This is an optimization exercise on Yosys and OpenROAD, whose aim is small area and a short achievable clock period, not a production implementation.
RTL that was checked went through simulation tests only; none was proved equivalent to the original.
Power is estimated from default activity; no workload was simulated.

== job 101 ==
## fpalu_top
module fpalu_top (
	input  logic                 clk,
	input  logic                 rst,
	input  logic                 in_valid,
	input  fpalu_pkg::fpalu_op_t op,
	input  logic                 a_sgn,
	input  fpalu_pkg::exp_t      a_exp,
	input  fpalu_pkg::man_t      a_man,
	input  logic                 b_sgn,
	input  fpalu_pkg::exp_t      b_exp,
	input  fpalu_pkg::man_t      b_man,
	output logic                 out_valid,
	output logic                 y_sgn,
	output fpalu_pkg::exp_t      y_exp,
	output fpalu_pkg::man_t      y_man
);
Size in the first run: ~180 flip-flops, ~12000 µm² of cells after synthesis.
Settings: LEC_CHECK=0, CAP_MARGIN=20, CORE_MARGIN=2, CORE_UTILIZATION=40, PLACE_DENSITY=0.65, SETUP_SLACK_MARGIN=2.7, SLEW_MARGIN=20; clock period 5.5 ns.
standard.sh (not shown) runs the stock make flow with config.mk's settings and CLKGATE_MAP_FILE= SYNTH_SCRIPT=/design/flow/synth_recipe.tcl, a recipe that flattens the netlist after the stock synthesis.
==> flow/flow/run.sh <==
#!/bin/bash
# Standard layout, with the port buffers made from plain buffers instead of
# the delay cells buffer_ports picks by default.
set -euo pipefail
cd "$(dirname "$0")/.."
bash standard.sh synth > synth.log 2>&1
bash standard.sh "BUFFER_PORTS_ARGS=-buffer_cell sky130_fd_sc_hd__buf_1" finish > layout.log 2>&1
[inputs] job 102 vs job 101
Settings: changing PLACE_DENSITY from 0.65 to 0.7.
Looking at sequential share of layout area, job 102 sits 0.26 points higher than job 101 does. Delta (job 102 minus job 101): total area of multi-input combinational cells went up about 0.3%; total power now sits lower; net switching power now smaller; sequential power share has increased. | global-route usage | job 102 vs job 101 | ≈ equal |. Relative to job 101, total leakage power has decreased by 1.4% in job 102. Between job 101 and job 102, the number of instances in the placed design does not differ in any meaningful way. The part of the total power dissipated in combinational logic of job 102 is lower than that of job 101. Non-clock buffer count down 17 in job 102 wrt job 101. Between job 102 and job 101, final wirelength is higher for job 102, job 101 comes in under that.
#### Input delta (job 103 over job 102)
Settings: CORE_UTILIZATION changed from 40 to 50.
Results
For clock-pin slew of the registers on the worst-case setup and hold paths, job 103 and job 102 come out practically identical.
Job 102 and job 103 ended up with roughly the same clock tree cell share of total cell area.
In job 103 the critical path depth turned out 5 lower than in job 102.
Re final count of hold timing violations: no difference whatsoever between job 102 and job 103.
The following lists how job 104 was set up differently from job 103:
Settings: CORE_UTILIZATION: 50 -> 40; SETUP_SLACK_MARGIN: 2.7 -> 2.6.
### Flow results
- Summary of job 104 over job 103: total internal power shows a reduction of 0.000046 W, clock group share of total power rose 0.2 points, ratio of final minimum period to clock period moved up.

* * *

Setup of v33:
fpalu_top, a different RTL version from the one above (not shown whole).
Size in the first run: about 1700 cells after synthesis, about 190 flip-flops, roughly 92 I/O pins.
==> flow/design.v (excerpt) <==
module fpalu_top (
	input  logic                 clk,
	input  logic                 rst,
	input  logic                 in_valid,
	input  fpalu_pkg::fpalu_op_t op,
	input  logic                 a_sgn,
	input  fpalu_pkg::exp_t      a_exp,
	input  fpalu_pkg::man_t      a_man,
	input  logic                 b_sgn,
	input  fpalu_pkg::exp_t      b_exp,
	input  fpalu_pkg::man_t      b_man,
	output logic                 out_valid,
	output logic                 y_sgn,
	output fpalu_pkg::exp_t      y_exp,
	output fpalu_pkg::man_t      y_man
);
clock: 5.5 ns
lec_check: 0
cap_margin: 20
core_margin: 2
core_utilization: 40
setup_slack_margin: 2.5
slew_margin: 20
==> flow/flow/run.sh <==
#!/bin/bash
# Standard layout with the extra ORFS settings below
set -euo pipefail
cd "$(dirname "$0")/.."
bash standard.sh synth > synth.log 2>&1
bash standard.sh "BUFFER_PORTS_ARGS=-buffer_cell sky130_fd_sc_hd__buf_2" MATCH_CELL_FOOTPRINT=0 finish > layout.log 2>&1
v33 finished every stage and its layout cleared the timing, design-rule and antenna checks.
Input-level comparison between v30 and v33:
Settings: changing SETUP_SLACK_MARGIN from 2.5 to 2.0.
==> flow/flow/run.sh <==
#!/bin/bash
# Standard layout, with the port buffers made from plain buffers instead of
# the delay cells buffer_ports picks by default.
set -euo pipefail
cd "$(dirname "$0")/.."
bash standard.sh synth > synth.log 2>&1
bash standard.sh "BUFFER_PORTS_ARGS=-buffer_cell sky130_fd_sc_hd__buf_2" finish > layout.log 2>&1
==> run notes <==
- Compared with v33, in v30 total chip power shows a reduction of about 2.4%; post-place setup slack climbed 310 ps.
- For hold slack, v30 and v33 come out practically identical.
- v30 vs. v33: proportion of cell area occupied by multi-input gates grew by 0.84 points, via count of the routed design now sits lower.
- Delta (v30 minus v33): sequential share of layout area went up 0.29 points, fraction of registers with async set or reset after synthesis held.
What v22 does differently from v30 at the input level:
Settings: SETUP_SLACK_MARGIN: 2.0 -> 2.8.
==> flow/flow/run.sh <==
#!/bin/bash
# Standard layout with the extra ORFS settings below
set -euo pipefail
cd "$(dirname "$0")/.."
bash standard.sh synth > synth.log 2>&1
bash standard.sh "BUFFER_PORTS_ARGS=-buffer_cell sky130_fd_sc_hd__buf_2" MATCH_CELL_FOOTPRINT=0 finish > layout.log 2>&1
==> comparison <==
- v30 and v22 ended up with nearly the same synthesized cell count.
- Looking at slowest library cell on the worst path, the dfxtp_1 result is from v30; the mux2_4 one comes from v22.
- Hold slack of v22 is on par with v30.
- Final weighted congestion in routability-driven placement shrinks slightly when moving from v30 to v22.
- Changes observed in v22 relative to v30: total power went up 0.69 mW; number of routed nets with antenna violations stayed essentially flat; fmax climbed 18%; cell-internal power increased 7.1%; final worst setup slack saw an increase.
- For detailed-placement wirelength estimate, v30 and v22 come out practically identical.
- v22 vs. v30: power share of the combinational group went up by 3.6 points.
> inputs changed (v22 -> v31)
Settings: SETUP_SLACK_MARGIN now 2.3, was 2.8.
==> flow/flow/run.sh <==
#!/bin/bash
# Standard layout, with the port buffers made from plain buffers instead of
# the delay cells buffer_ports picks by default.
set -euo pipefail
cd "$(dirname "$0")/.."
bash standard.sh synth > synth.log 2>&1
bash standard.sh "BUFFER_PORTS_ARGS=-buffer_cell sky130_fd_sc_hd__buf_2" finish > layout.log 2>&1
--- outcome ---
A critical path class of flop to flop is what v31 shows, while input pin to flop belongs to v22. Maximum level of the CTS H-tree came out exactly the same in v22 and v31. In v31 relative to v22, post-detailed-placement half-perimeter wirelength had gone down slightly. Routed length per placed instance | v31 below v22. Re reported combinational group power: v31 is 12% down on v22. Re synthesis-stage register bit count: no difference whatsoever between v31 and v22.
No run of this note included a check of the RTL's function; only the layout flow was run.

afterwards: timing with drivers on the ports:
The flow's constraints put no driver on any port. The routed layouts listed below were extracted and timed again, unchanged, in two steps.
Step 1 assumes that a clkbuf_16 drives the clock port and a buf_2 every other input.
Step 2 moves the port delays by t, midway between the first and last clock arrival at a register: inputs arrive t later, outputs are due t later. That takes back most of the time a late clock gives input paths.
Slacks: ideal / step 1 / step 2; pairs: ideal / step 1.
run | t (ns) | setup slack, ns | cell pins on the clock port's net
job 101 | 0.480 | 2.752 / 2.752 / 2.363 | 1
job 102 | 0.482 | 2.780 / 2.774 / 2.292 | 1
job 103 | 0.481 | 2.724 / 2.724 / 2.332 | 1
job 104 | 0.478 | 2.623 / 2.623 / 2.266 | 1
v33 | 0.495 | 2.521 / 2.521 / 2.139 | 1
v30 | 0.490 | 2.085 / 2.085 / 1.721 | 1
v22 | 0.493 | 2.606 / 2.602 / 2.109 | 1
v31 | 0.490 | 2.403 / 2.403 / 1.984 | 1
After both steps setup and hold are still met in every run listed. The setup slack of v22, which loses most, moves by -0.004 ns with the drivers and by -0.497 ns with both steps.
